This design comes from an exercise in tuning for small area, a short achievable clock period and few clock cycles per item on the open sky130 flow, not from production work.
Only simulation tests tie the RTL to the original design; equivalence was not proved.

--- constraint.sdc ---
create_clock -name core_clock -period 13.0 [get_ports {Clk}]
set_input_delay 2.6000 -clock core_clock [delete_from_list [all_inputs] [get_ports {Clk}]]
set_output_delay 2.6000 -clock core_clock [all_outputs]
set_load 0.01 [all_outputs]
--- run.sh ---
#!/bin/bash
# synth_recipe.tcl (not shown) runs the flow's synth.tcl, then flattens the netlist and writes it again
# the make line also repeats each setting of config.mk as NAME=value (left out here)
make -C /OpenROAD-flow-scripts/flow DESIGN_CONFIG=/design/flow/config.mk WORK_HOME=/design/flow/orfs CLKGATE_MAP_FILE= SYNTH_SCRIPT=/design/flow/synth_recipe.tcl finish
--- config.mk ---
export PLATFORM = sky130hd
export DESIGN_NAME = astar_open_sort_top
export DESIGN_NICKNAME = astar_open_sort_top
export VERILOG_FILES = /design/flow/design.v
export SDC_FILE = /design/flow/constraint.sdc
export NUM_CORES = 4
export LEC_CHECK = 0
export CAP_MARGIN = 20
export CORE_MARGIN = 2
export CORE_UTILIZATION = 40
export SLEW_MARGIN = 20
--- design.v ---
package astar_pkg;
	typedef union packed
	{
		logic [2*8-1:0] raw;
		struct packed
		{
			logic [8-1:0] x;    
			logic [8-1:0] y;    
		} coord;
	} node_word_u;
endpackage
`timescale 1ns/1ps
module octile_cost (
	input  logic                Clk,
	input  logic                Reset,
	input  logic                in,
	input  logic [8-1:0] x,
	input  logic [8-1:0] y,
	input  logic [8-1:0] start_x,
	input  logic [8-1:0] start_y,
	input  logic [8-1:0] goal_x,
	input  logic [8-1:0] goal_y,
	output logic [10-1:0]  cost,
	output logic                cost_valid
);
	logic [10-1:0] to_goal;
	logic [10-1:0] to_start;
	function automatic logic [10-1:0] octile(
		input logic [8-1:0] ax,
		input logic [8-1:0] ay,
		input logic [8-1:0] bx,
		input logic [8-1:0] by
	);
		logic [8-1:0]             dx;
		logic [8-1:0]             dy;
		logic [8-1:0]             d_hi;
		logic [8-1:0]             d_lo;
		logic [8+8-1:0] diag;
		dx   = (ax > bx) ? ax - bx : bx - ax;
		dy   = (ay > by) ? ay - by : by - ay;
		d_hi = (dx > dy) ? dx : dy;
		d_lo = (dx > dy) ? dy : dx;
		diag = d_lo * 106;    
		octile = {{(10-8){1'b0}}, d_hi} + {{(10-8){1'b0}}, diag[8+8-1:8]};
	endfunction
	assign to_goal  = octile(x, y, goal_x, goal_y);
	assign to_start = octile(x, y, start_x, start_y);
	always_ff @(posedge Clk or posedge Reset)
	begin
		if (Reset)
			cost_valid <= 1'b0;
		else
			cost_valid <= in;
	end
	always_ff @(posedge Clk)
	begin
		if (in)
			cost <= to_goal + to_start;    
	end
endmodule
`timescale 1ns/1ps
module open_list_loader (
	input  logic                Clk,
	input  logic                Reset,
	input  logic                node_valid,
	output logic                node_ready,
	input  logic [8-1:0] node_x,
	input  logic [8-1:0] node_y,
	input  logic [8-1:0] start_x,
	input  logic [8-1:0] start_y,
	input  logic [8-1:0] goal_x,
	input  logic [8-1:0] goal_y,
	input  logic                busy,
	input  logic                list_clear,
	output logic [5-1:0] count,
	output logic                wr_en,
	output logic [4-1:0]   wr_idx,
	output astar_pkg::node_word_u          wr_word,
	output logic [10-1:0]  wr_cost
);
	logic                accept;
	logic                cost_valid;
	logic [10-1:0]  cost;
	logic [5-1:0] fill;
	astar_pkg::node_word_u          pend_word;
	assign fill       = count + {{(5-1){1'b0}}, cost_valid};    
	assign node_ready = !busy && (fill < 16);
	assign accept     = node_valid && node_ready;
	octile_cost i_cost (
		.Clk        (Clk),
		.Reset      (Reset),
		.in         (accept),
		.x          (node_x),
		.y          (node_y),
		.start_x    (start_x),
		.start_y    (start_y),
		.goal_x     (goal_x),
		.goal_y     (goal_y),
		.cost       (cost),
		.cost_valid (cost_valid)
	);
	always_ff @(posedge Clk)
	begin
		if (accept)
		begin
			pend_word.coord.x <= node_x;    
			pend_word.coord.y <= node_y;
		end
	end
	assign wr_en   = cost_valid;
	assign wr_idx  = count[4-1:0];
	assign wr_word = pend_word;
	assign wr_cost = cost;
	always_ff @(posedge Clk or posedge Reset)
	begin
		if (Reset)
			count <= '0;
		else if (list_clear)
			count <= '0;
		else if (wr_en)
			count <= count + 1'b1;
	end
endmodule
`timescale 1ns/1ps
module open_list_ram (
	input  logic               Clk,
	input  logic               Reset,
	input  logic               wr_en,
	input  logic [4-1:0]  wr_idx,
	input  astar_pkg::node_word_u         wr_word,
	input  logic [10-1:0] wr_cost,
	input  logic               swap,
	input  logic [4-1:0]  swap_idx,
	input  logic [4-1:0]  rd_idx,
	output astar_pkg::node_word_u         rd_word_a,
	output logic [10-1:0] rd_cost_a,
	output astar_pkg::node_word_u         rd_word_b,
	output logic [10-1:0] rd_cost_b
);
	logic [2*8-1:0] word_mem [16];
	logic [10-1:0]    cost_mem [16];
	logic [4-1:0]     rd_idx_b;
	logic [4-1:0]     swap_idx_b;
	assign rd_idx_b   = rd_idx + 1'b1;
	assign swap_idx_b = swap_idx + 1'b1;
	assign rd_word_a.raw = word_mem[rd_idx];
	assign rd_cost_a     = cost_mem[rd_idx];
	assign rd_word_b.raw = word_mem[rd_idx_b];
	assign rd_cost_b     = cost_mem[rd_idx_b];
	always_ff @(posedge Clk)
	begin
		if (wr_en)
		begin
			word_mem[wr_idx] <= wr_word.raw;
			cost_mem[wr_idx] <= wr_cost;
		end
		else if (swap)
		begin
			word_mem[swap_idx]   <= word_mem[swap_idx_b];    
			word_mem[swap_idx_b] <= word_mem[swap_idx];
			cost_mem[swap_idx]   <= cost_mem[swap_idx_b];
			cost_mem[swap_idx_b] <= cost_mem[swap_idx];
		end
	end
endmodule
`timescale 1ns/1ps
module bubble_sorter (
	input  logic                Clk,
	input  logic                Reset,
	input  logic                sort_start,
	input  logic [5-1:0] count,
	output logic                busy,
	output logic [4-1:0]   rd_idx,
	input  astar_pkg::node_word_u          rd_word_a,
	input  logic [10-1:0]  rd_cost_a,
	input  logic [10-1:0]  rd_cost_b,
	output logic                swap,
	output logic [4-1:0]   swap_idx,
	output logic                out_valid,
	input  logic                out_ready,
	output logic [8-1:0] out_x,
	output logic [8-1:0] out_y,
	output logic [10-1:0]  out_cost,
	output logic                out_last,
	output logic                list_clear
);
	localparam logic [1:0] IDLE     = 2'd0;
	localparam logic [1:0] COMPARE  = 2'd1;
	localparam logic [1:0] PASS_END = 2'd2;
	localparam logic [1:0] EMIT     = 2'd3;
	logic [1:0]          state;
	logic [4-1:0]   idx;
	logic                swapped;     
	logic [5-1:0] idx_next;
	logic                start_go;
	logic                pair_ok;
	logic                pair_last;
	logic                out_fire;
	assign idx_next  = {1'b0, idx} + 1'b1;
	assign pair_ok   = idx_next < count;             
	assign pair_last = idx_next >= count - 1'b1;     
	assign start_go  = sort_start && (state == IDLE) && (count != '0);
	assign busy      = (state != IDLE) || start_go;  
	assign rd_idx   = idx;
	assign swap_idx = idx;
	assign swap     = (state == COMPARE) && pair_ok && (rd_cost_a > rd_cost_b);
	assign out_valid  = (state == EMIT);
	assign out_x      = rd_word_a.coord.x;
	assign out_y      = rd_word_a.coord.y;
	assign out_cost   = rd_cost_a;
	assign out_last   = out_valid && (idx_next == count);
	assign out_fire   = out_valid && out_ready;
	assign list_clear = out_fire && out_last;       
	always_ff @(posedge Clk or posedge Reset)
	begin
		if (Reset)
		begin
			state   <= IDLE;
			idx     <= '0;
			swapped <= 1'b0;
		end
		else
		begin
			case (state)
				IDLE:
				begin
					if (start_go)
					begin
						state   <= COMPARE;
						idx     <= '0;
						swapped <= 1'b0;
					end
				end
				COMPARE:
				begin
					if (swap)
						swapped <= 1'b1;
					if (pair_last)
						state <= PASS_END;
					else
						idx <= idx + 1'b1;
				end
				PASS_END:
				begin
					idx <= '0;
					if (swapped)
					begin
						swapped <= 1'b0;    
						state   <= COMPARE;
					end
					else
						state <= EMIT;      
				end
				default:
				begin
					if (out_fire)
					begin
						if (out_last)
							state <= IDLE;
						else
							idx <= idx + 1'b1;
					end
				end
			endcase
		end
	end
endmodule
`timescale 1ns/1ps
module astar_open_sort_top (
	input  logic                Clk,
	input  logic                Reset,
	input  logic                node_valid,
	output logic                node_ready,
	input  logic [8-1:0] node_x,
	input  logic [8-1:0] node_y,
	input  logic [8-1:0] start_x,
	input  logic [8-1:0] start_y,
	input  logic [8-1:0] goal_x,
	input  logic [8-1:0] goal_y,
	input  logic                sort_start,
	output logic                out_valid,
	input  logic                out_ready,
	output logic [8-1:0] out_x,
	output logic [8-1:0] out_y,
	output logic [10-1:0]  out_cost,
	output logic                out_last,
	output logic                busy
);
	logic [5-1:0] count;
	logic                list_clear;
	logic                wr_en;
	logic [4-1:0]   wr_idx;
	astar_pkg::node_word_u          wr_word;
	logic [10-1:0]  wr_cost;
	logic [4-1:0]   rd_idx;
	astar_pkg::node_word_u          rd_word_a;
	logic [10-1:0]  rd_cost_a;
	logic [10-1:0]  rd_cost_b;
	logic                swap;
	logic [4-1:0]   swap_idx;
	open_list_loader i_loader (
		.Clk        (Clk),
		.Reset      (Reset),
		.node_valid (node_valid),
		.node_ready (node_ready),
		.node_x     (node_x),
		.node_y     (node_y),
		.start_x    (start_x),
		.start_y    (start_y),
		.goal_x     (goal_x),
		.goal_y     (goal_y),
		.busy       (busy),
		.list_clear (list_clear),
		.count      (count),
		.wr_en      (wr_en),
		.wr_idx     (wr_idx),
		.wr_word    (wr_word),
		.wr_cost    (wr_cost)
	);
	open_list_ram i_ram (
		.Clk       (Clk),
		.Reset     (Reset),
		.wr_en     (wr_en),
		.wr_idx    (wr_idx),
		.wr_word   (wr_word),
		.wr_cost   (wr_cost),
		.swap      (swap),
		.swap_idx  (swap_idx),
		.rd_idx    (rd_idx),
		.rd_word_a (rd_word_a),
		.rd_cost_a (rd_cost_a),
		.rd_word_b (),              
		.rd_cost_b (rd_cost_b)
	);
	bubble_sorter i_sorter (
		.Clk        (Clk),
		.Reset      (Reset),
		.sort_start (sort_start),
		.count      (count),
		.busy       (busy),
		.rd_idx     (rd_idx),
		.rd_word_a  (rd_word_a),
		.rd_cost_a  (rd_cost_a),
		.rd_cost_b  (rd_cost_b),
		.swap       (swap),
		.swap_idx   (swap_idx),
		.out_valid  (out_valid),
		.out_ready  (out_ready),
		.out_x      (out_x),
		.out_y      (out_y),
		.out_cost   (out_cost),
		.out_last   (out_last),
		.list_clear (list_clear)
	);
endmodule
==> impl_results.md, run 1 <==
* First-pass GRT wire length at approximately 150000 um
* Clock root buffer: clkbuf_16
* Die footprint at 83000 sq um
* Post-synth top area cell: edfxtp_1
* Max-slew violations at 0
* Slowest cell on crit path: fa_1
* Grt ovf at 0
* Crit Path Max Fanout at 14
* CP max stage delay at about 0.54 ns
* Unrepaired setup endpoints after global routing: no
* Number of global-route vias before repair at between 20000 and 25000
* IO Count at 83
* Fin nets at roughly 2700
* Data arrival time of the critical path at 12.63 ns
* GRT Util Overall at about 24%
* CTS tree: done
* Status: no timing/DRC/antenna violations
* Number of flops mapped to enable cells by yosys at 442
* Slew HR at between 20% and 30%
* Die Span X at a little under 300 um
* Antenna Nets Post-Route at 0
* Starting Density at about 40%
* Max Root-Sink Buffers at 3
* Via count at about 22000
* Final worst-path cycle share at about 95%
* Final HPWL DP at 60900 um
* Initial antenna violation count at 0
* Crit path kind: in2reg
* Drt first pass iters at 7
* Skew final at about 0.03 ns
* Post-synthesis cell area at 32300 sq um
* Ys async rst share at 2.86%
* H-tree depth at 2
* Final WL at around 100000 um
* Critical path capture point type: flip-flop
* Post-Syn Nets at between 2000 and 3000
* Endpoints failing setup at 0
* Sink Count at around 460
* DRC at 0
* Via-to-Cell Ratio at 6.18
* R2R Setup Slk at between 3 and 4 ns
* Finished Core Util at 45.3%
* Share of layout cells above drive strength 1 at roughly 36%
* Share of the synthesized area in the top cell type at between 40% and 50%
* Synth Register Bits at 455
* Ys Warns at 4
* Die outline height at about 290 um
* Site Rows at 104
* Crit path time final at about 12 ns
* Register area share after synthesis at 42.1%
* CTS Buf Count at 52
* Drt initial violations at ~2300
* Yosys cell types at a little under 80
* Worst hold path type: reg2reg
* Core Region at approximately 80000 sq um
* Clk Latency, worst-skew pair at roughly 0.62 ns
* Most used cell, CP: inv_1
* Post-Syn Instances at roughly 2400
* Ant. Diodes at 0
* Final GP Congestion at about 0.85
* Critical path's top delay family: adder cells
* Slew @ Worst Pin at 1.12 ns
* Post-Syn Area per Cell at 13.5 sq um
* Reg clk slew, reported paths at about 0.06 ns
* Fillers at 7204
* Main area contributors after synthesis: edfxtp_1 41%, mux2_2 16%, mux4_2 13%
* Post-synth top flop: edfxtp_1
* P&R area growth vs syn at 12.5%
* Worst setup SP type: input port
* Fmax at 0.0814 GHz
* Worst Path Required at roughly 13 ns
* Largest net degree at the start of global routing at 127
* CP Buf/Inv Count at 11
* IO Port Bufs at just over 80
* Final hold vios at 0
* Routed len/inst at 28.5 um
* Max-cap violation count at 0
-- stage by stage --
step | std cells | instance area [sq um] | setup slack, ns | hold slack (ns) | setup TNS, ns
2_1_floorplan | 2387 | 32300 | 1.25 | 0.471 | 0
3_3_place_gp | 3426 | 34600 | 0.166 | 0.498 | 0
3_5_place_dp | 3426 | 34600 | -0.0408 | 0.498 | -0.0709
4_1_cts | 3522 | 36300 | 0.555 | 0.511 | 0
5_1_grt | 3522 | 36300 | 0.0246 | 0.532 | 0
6_report | 3522 | 36300 | 0.715 | 0.507 | 0
-- final cells by class --
cell class	count	area [sq um]	area share, %
clock buffer	62	1360	3.75
sequential	455	13600	37.5
timing repair buffer	154	1400	3.85
tap	1060	1330	3.65
inverter	165	619	1.71
multi-input combinational	1592	17700	48.7
clock inverter	34	294	0.810
-- repair_timing --
| action | in CTS | in global routing |
|---|---|---|
| resized for setup | 0 | 10 |
| endpoints found under the setup margin | 0 | 3 |
| buffers inserted | 0 | 0 |
| hold buffers | 0 | 0 |
-- metal layers --
metal	vias to the layer above	global-route usage, %	share of wire, %
met4	0	8.76	4.0
met3	190	4.51	9.3
met1	11200	33.7	41
met5	-	0	0
li1	9335	-	-
met2	1054	37.3	45
-- sequential cells by signal, indices dropped and copies added (netlist names) --
name                        cells
i_ram.cost_mem                160
i_loader.count                  5
i_loader.i_cost.cost           10
i_loader.i_cost.cost_valid      1
i_ram.word_mem                256
i_sorter.state                  2
i_sorter.idx                    4
i_loader.pend_word             16
i_sorter.swapped                1
-- cell families after synthesis --
logic type / synth area share (%)
AND/OR/NAND/NOR: 3.47
AO/OA/AOI/OAI: 6.26
adder cells (fa/ha/maj): 9.07
buffers and inverters: 4.06
multiplexers: 33.4
flip-flops: 42.1
XOR/XNOR: 1.65
-- cells in the final DEF (no fill, tap or decap), types with 39 or more instances in the layout --
cell and count:
clkbuf_16 53, edfxtp_1 442, clkdlybuf4s50_1 82, mux4_2 182
xnor2_1 39, ha_1 166, nand2_1 84, mux2_2 468
a21oi_1 58, buf_4 69, a221oi_1 52, inv_1 165
fa_1 39, o21ai_0 62, nor2_1 39, mux2i_1 136
-- cell usage after synthesis (42+ instances only) --
cell type  number
a21oi_1        60
clkbuf_1      131
ha_1          168
edfxtp_1      442
mux2i_1       138
mux4_2        182
nand2_1       100
nor2_1         42
inv_1         165
o21ai_0        78
mux2_2        468
a221oi_1       53
-- worst paths after layout --
check,start,endpoint,cells past startpoint
setup reg to reg,i_sorter.idx[1]$_DFFE_PP0P_,i_ram.cost_mem[4][8]$_DFFE_PP_,19
hold / removal,i_sorter.swapped$_DFFE_PP0P_,i_sorter.swapped$_DFFE_PP0P_,1
min in group asynchronous,Reset,i_sorter.state[0]$_DFFE_PP0P_,2
max in group asynchronous,Reset,i_sorter.idx[0]$_DFFE_PP0P_,2
setup / recovery,node_y[0],i_loader.i_cost.cost[8]$_DFFE_PP_,46
hold reg to reg,i_sorter.swapped$_DFFE_PP0P_,i_sorter.swapped$_DFFE_PP0P_,1
Testbench counts, summed over its fixed seeds: cycles 153,089, batches 1,280.
==> run 2, diff against run 1 <==
==> design.v (replaced) <==
package astar_pkg;
	typedef union packed
	{
		logic [2*8-1:0] raw;
		struct packed
		{
			logic [8-1:0] x;    
			logic [8-1:0] y;    
		} coord;
	} node_word_u;
endpackage
`timescale 1ns/1ps
module abs_diff (
	input  logic [8-1:0] a,
	input  logic [8-1:0] b,
	output logic [8-1:0] d
);
	assign d = (a > b) ? a - b : b - a;
endmodule
module octile_cost (
	input  logic [8-1:0] dx,
	input  logic [8-1:0] dy,
	output logic [10-2:0]  oct
);
	logic [8-1:0]             d_hi;
	logic [8-1:0]             d_lo;
	logic [8+8-1:0] diag;
	assign d_hi = (dx > dy) ? dx : dy;
	assign d_lo = (dx > dy) ? dy : dx;
	assign diag = d_lo * 106;    
	assign oct = {1'b0, d_hi} + {2'b0, diag[8+8-2:8]};
endmodule
`timescale 1ns/1ps
module astar_open_sort_top (
	input  logic                Clk,
	input  logic                Reset,
	input  logic                node_valid,
	output logic                node_ready,
	input  logic [8-1:0] node_x,
	input  logic [8-1:0] node_y,
	input  logic [8-1:0] start_x,
	input  logic [8-1:0] start_y,
	input  logic [8-1:0] goal_x,
	input  logic [8-1:0] goal_y,
	input  logic                sort_start,
	output logic                out_valid,
	input  logic                out_ready,
	output logic [8-1:0] out_x,
	output logic [8-1:0] out_y,
	output logic [10-1:0]  out_cost,
	output logic                out_last,
	output logic                busy
);
	localparam int N = 16;
	logic                a_v;
	logic [8-1:0] a_x, a_y;
	logic [8-1:0] a_gx, a_gy, a_sx, a_sy;
	logic                b_v;
	logic [8-1:0] b_x, b_y;
	logic [10-1:0]  b_c;
	logic [8-1:0] e_x [N];
	logic [8-1:0] e_y [N];
	logic [10-1:0]  e_c [N];
	logic [N-1:0]        v;           
	logic                busy_r;      
	logic                nonempty;
	logic                full;
	logic                accept;
	logic                pop;
	logic [N-1:0]        gt;          
	assign nonempty   = v[0] | a_v | b_v;
	assign full       = v[N-1] | (v[N-2] & (a_v | b_v)) | (v[N-3] & a_v & b_v);
	assign busy       = busy_r | (sort_start & nonempty);
	assign node_ready = ~busy & ~full;
	assign accept     = node_valid & node_ready;
	assign out_valid  = busy_r;
	assign out_x      = e_x[0];
	assign out_y      = e_y[0];
	assign out_cost   = e_c[0];
	assign out_last   = busy_r & ~v[1];
	assign pop        = busy_r & out_ready;
	logic [8-1:0] d_gx, d_gy, d_sx, d_sy;
	logic [10-2:0]  to_goal, to_start;
	abs_diff i_dgx (.a(node_x), .b(goal_x),  .d(d_gx));
	abs_diff i_dgy (.a(node_y), .b(goal_y),  .d(d_gy));
	abs_diff i_dsx (.a(node_x), .b(start_x), .d(d_sx));
	abs_diff i_dsy (.a(node_y), .b(start_y), .d(d_sy));
	octile_cost i_goal  (.dx(a_gx), .dy(a_gy), .oct(to_goal));
	octile_cost i_start (.dx(a_sx), .dy(a_sy), .oct(to_start));
	always_ff @(posedge Clk or posedge Reset)
	begin
		if (Reset)
		begin
			a_v <= 1'b0;
			b_v <= 1'b0;
		end
		else
		begin
			a_v <= accept;
			b_v <= a_v;
		end
	end
	always_ff @(posedge Clk)
	begin
		a_x  <= node_x;
		a_y  <= node_y;
		a_gx <= d_gx;
		a_gy <= d_gy;
		a_sx <= d_sx;
		a_sy <= d_sy;
		b_x  <= a_x;
		b_y  <= a_y;
		b_c  <= {1'b0, to_goal} + {1'b0, to_start};
	end
	always_comb
		for (int i = 0; i < N; i++)
			gt[i] = ~v[i] | (e_c[i] > b_c);
	always_ff @(posedge Clk)
	begin
		for (int i = 0; i < N; i++)
		begin
			if (pop)
			begin
				if (i < N-1)
				begin
					e_x[i] <= e_x[i+1];
					e_y[i] <= e_y[i+1];
					e_c[i] <= e_c[i+1];
				end
			end
			else if (b_v && gt[i])
			begin
				if (i > 0 && gt[i-1])
				begin
					e_x[i] <= e_x[i-1];
					e_y[i] <= e_y[i-1];
					e_c[i] <= e_c[i-1];
				end
				else
				begin
					e_x[i] <= b_x;
					e_y[i] <= b_y;
					e_c[i] <= b_c;
				end
			end
		end
	end
	always_ff @(posedge Clk or posedge Reset)
	begin
		if (Reset)
		begin
			v      <= '0;
			busy_r <= 1'b0;
		end
		else
		begin
			if (pop)
				v <= {1'b0, v[N-1:1]};
			else if (b_v)
				v <= {v[N-2:0], 1'b1};
			if (!busy_r && sort_start && nonempty)
				busy_r <= 1'b1;
			else if (pop && !v[1])
				busy_r <= 1'b0;
		end
	end
endmodule
==> run 2 against run 1 <==
Effect of this change:
- still clean on timing, DRC and antenna
- sequential cell count rose by 54
- fmax rose by 52%
- non-clock buffer count fell by 12
- design area rose by 3.7%
- cell count rose by 32%
- hold slack got worse by 0.18 ns
==> impl_results.md, run 2 <==
* Status: no timing/DRC/antenna violations (unchanged)
* Share of the synthesized area in the top cell type at 36.9% (was 41.1%)
* Final HPWL DP at 67300 um (was 60900 um)
* Via count at 26000 (was 21800)
* IO Port Bufs at 82 (unchanged)
* Starting Density at 40.4% (was 40.3%)
* Core Region at 83800 sq um (was 80200 sq um)
* Most used cell, CP: inv_1 (unchanged)
* Drt first pass iters at 7 (unchanged)
* Post-Syn Nets at 3910 (was 2647)
* Commonest non-fill, non-tap cell in the layout: nand2_1 (was mux2_2)
* Slew @ Worst Pin at 1.15 ns (was 1.12 ns)
* Synth Register Bits at 509 (was 455)
* Post-Synth Simple-Gate Area at 14.2% (was 3.47%)
* Top reg by flops: e_c (was i_ram.word_mem)
* Compound-gate portion of the synthesized area at 14.2% (was 6.26%)
* Hold Slack at 0.324 ns (was 0.507 ns)
* Post-CTS Hold Fix Bufs at 0 (unchanged)
* CTS tree: done (unchanged)
* Post-Syn Area per Cell at 9.64 sq um (was 13.5 sq um)
* IO Count at 83 (unchanged)
* Die outline height at 295 um (was 288 um)
* Post-synth top flop: edfxtp_1 (unchanged)
* Via-to-Cell Ratio at 5.58 (was 6.18)
* Max Root-Sink Buffers at 3 (unchanged)
* Skew final at 0.0449 ns (was 0.0305 ns)
* First-pass GRT wire length at 148000 um (was 147000 um)
* Routed len/inst at 20.2 um (was 28.5 um)
* Largest net degree at the start of global routing at 271 (was 127)
* Mux contribution to synthesized area at 9.29% (was 33.4%)
* GRT Util Overall at 21.4% (was 24.1%)
* Endpoints failing setup at 0 (unchanged)
* Setup TNS at 0 ns (unchanged)
* Number of global-route vias before repair at 25200 (was 21900)
* Synth Area in XOR/XNOR at 1.06% (was 1.65%)
* DRC at 0 (unchanged)
* Final WL at 93900 um (was 101000 um)
* H-tree depth at 2 (unchanged)
* # Post-CTS Setup Buffers at 0 (unchanged)
* Max reg flops at 160 (was 256)
* Ant. Diodes at 0 (unchanged)
* Hold-critical path depth at 0 (was 1)
* Final GP Congestion at 0.857 (was 0.849)
* CTS Buf Count at 60 (was 52)
* CTS resizes at 0 (unchanged)
* Crit path time final at 8.09 ns (was 12.29 ns)
* Grt ovf at 0 (unchanged)
* Fmax at 0.124 GHz (was 0.0814 GHz)
* Largest family of logic cells by synthesized area: compound AO/OA/AOI/OAI gates (was multiplexers)
* Final hold vios at 0 (unchanged)
* Antenna Nets Post-Route at 0 (unchanged)
* Ys Warns at 5 (was 4)
* Max-cap violation count at 0 (unchanged)
* Die footprint at 87100 sq um (was 83000 sq um)
* Yosys cell types at 67 (was 78)
* P&R area growth vs syn at 11.0% (was 12.5%)
* Initial antenna violation count at 1 (was 0)
* Final worst-path cycle share at 62.2% (was 94.5%)
* Top-count cell post-synth: nand2_1 (was mux2_2)
* Number of flops mapped to enable cells by yosys at 416 (was 442)
* Most frequent cells in the layout: 427 x nand2_1, 416 x edfxtp_1, 321 x o21ai_0, 303 x ha_1, 265 x mux2i_1 (was 468 x mux2_2, 442 x edfxtp_1, 182 x mux4_2, 166 x ha_1, 165 x inv_1)
* Die Span X at 295 um (was 288 um)
* Worst hold path type: reg2reg (unchanged)
* Data arrival time of the critical path at 8.62 ns (was 12.63 ns)
* Drt initial violations at 1994 (was 2281)
* Clk Latency, worst-skew pair at 0.64 ns (was 0.62 ns)
* Slew HR at 23.5% (was 25.2%)
* Ys async rst share at 3.73% (was 2.86%)
* Fin nets at 3868 (was 2680)
* Share of layout cells above drive strength 1 at 6.76% (was 35.6%)
* R2R depth at 31 (was 19)
* Fillers at 8098 (was 7204)
* Post-synth top area cell: edfxtp_1 (unchanged)
* Worst setup SP type: flip-flop (was input port)
* Slowest cell on crit path: o21ai_0 (was fa_1)
* Sink Count at 509 (was 455)
* Register area share after synthesis at 42.6% (was 42.1%)
* Site Rows at 106 (was 104)
* Main area contributors after synthesis: edfxtp_1 37%, ha_1 11%, mux2i_1 7.8% (was edfxtp_1 41%, mux2_2 16%, mux4_2 13%)
* Worst Path Required at 13.53 ns (was 13.34 ns)
* Crit path kind: reg2reg (was in2reg)
* Max-slew violations at 0 (unchanged)
* Clock root buffer: clkbuf_16 (unchanged)
* Critical path capture point type: flip-flop (unchanged)
* Regs by FF count: e_c x160, e_x x128, e_y x128 (was i_ram.word_mem x256, i_ram.cost_mem x160, i_loader.pend_word x16)
* Post-synthesis cell area at 33900 sq um (was 32300 sq um)
* Post-Syn Instances at 3515 (was 2387)
* Adder-cell share of the synthesized area at 13.5% (was 9.07%)
* CP max stage delay at 0.70 ns (was 0.54 ns)
* Unrepaired setup endpoints after global routing: no (unchanged)
* Reg clk slew, reported paths at 0.06 ns (about the same)
* Crit Path Max Fanout at 21 (was 14)
* List of most frequent post-synthesis cells: 432 x nand2_1, 416 x edfxtp_1, 334 x o21ai_0, 303 x ha_1, 265 x mux2i_1 (was 468 x mux2_2, 442 x edfxtp_1, 182 x mux4_2, 168 x ha_1, 165 x inv_1)
==> run 2: changes by cell type in the layout (fill, tap and decap cells not counted), sizes merged, moves of 50 or more <==
| cell | previous run | this run |
|---|---|---|
| nand3 | 19 | 74 |
| dfxtp | 0 | 74 |
| mux2i | 139 | 265 |
| nor2 | 42 | 207 |
| a21oi | 65 | 167 |
| mux2 | 468 | 44 |
| ha | 168 | 303 |
| a211oi | 3 | 62 |
| o21ai | 85 | 344 |
| a221oi | 53 | 3 |
| nand2 | 100 | 432 |
| nor3 | 15 | 248 |
| mux4 | 182 | 0 |
==> run 2: layer usage <==
metal / global-route usage, % / up-vias / wire length [um]
met5: 0 / - / 0
met4: 5.40 / 0 / 2080
met3: 2.37 / 129 / 3980
met2: 36.2 / 648 / 44900
met1: 29.3 / 12500 / 42900
li1: - / 12700 / -
==> run 2: per-stage QoR <==
step | utilization (%) | setup slack (ns) | cells | cell area, sq um
after floorplan | - | 5.77 | 3515 | 33900
after global placement | 42.7 | 4.89 | 4544 | 35800
after detailed placement | 42.7 | 4.79 | 4544 | 35800
after CTS | 44.9 | 4.76 | 4655 | 37600
after global routing | 44.9 | 4.49 | 4656 | 37600
final | 44.9 | 4.91 | 4656 | 37600
==> run 2: worst paths after layout <==
path,slack (ns),startpoint,endpoint
setup / recovery,4.91,a_gx[0]$_DFF_P_,b_c[8]$_DFF_P_
min in group asynchronous,2.46,Reset,busy_r$_DFFE_PP0P_
hold reg to reg,0.32,a_x[6]$_DFF_P_,b_x[6]$_DFF_P_
hold / removal,0.32,a_x[6]$_DFF_P_,b_x[6]$_DFF_P_
max in group asynchronous,9.90,Reset,v[1]$_DFFE_PP0P_
setup reg to reg,4.91,a_gx[0]$_DFF_P_,b_c[8]$_DFF_P_
==> run 2: cell type report <==
class | count | area, sq um | share of cell area, %
tap | 1134 | 1420 | 3.77
sequential | 509 | 14500 | 38.4
clock inverter | 32 | 214 | 0.569
timing repair buffer | 142 | 1290 | 3.43
multi-input combinational | 2571 | 17900 | 47.6
clock buffer | 79 | 1640 | 4.37
inverter | 189 | 709 | 1.89
==> run 2: cells by family after synthesis <==
logic type,Yosys count
AND/OR/NAND/NOR,1084
AO/OA/AOI/OAI,795
flip-flops,509
buffers and inverters,435
adder cells (fa/ha/maj),342
multiplexers,309
XOR/XNOR,41
==> run 2: critical path: cells and delay by family, from the launching register on <==
kind | cells | cell delay [ns]
AOI/OAI and AO/OA | 9 | 2.58
DFF | 1 | 0.34
xor gates and xnor gates | 2 | 0.27
and+or+nand+nor | 6 | 0.98
adders and majority gates | 8 | 3.44
buffers and inverters | 6 | 0.38
Testbench counts of run 2, summed over its fixed seeds: cycles 29,278, batches 1,280.

==> port drivers added, routing unchanged <==
How much do the figures lean on ideal ports? The routed layouts below were timed once more, with nothing changed but the port constraints.
Step 1 assumes that a clkbuf_16 drives the clock port and a buf_2 every other input.
Step 2 times the ports against the registers' clock, not the clock port: input delays grow and output delays shrink by t, the midpoint of the rising clock arrivals with the driver on.
Three values: ideal, step 1, step 2; two values: the first two.
run | t (ns) | setup slack, ns | hold slack, ns | latest minus earliest clock arrival (ns) | slew at the worst register clock pin (ns)
run 1 | 0.662 | 0.715 / 0.755 / 0.093 | 0.507 / 0.507 / 0.507 | 0.030 / 0.030 | 0.07 / 0.07
run 2 | 0.684 | 4.909 / 4.909 / 4.909 | 0.324 / 0.324 / 0.324 | 0.048 / 0.048 | 0.06 / 0.06
After both steps every run listed still meets setup and hold. For run 1, which loses most, drivers alone change the setup slack by +0.040 ns; drivers and shift together by -0.622 ns.
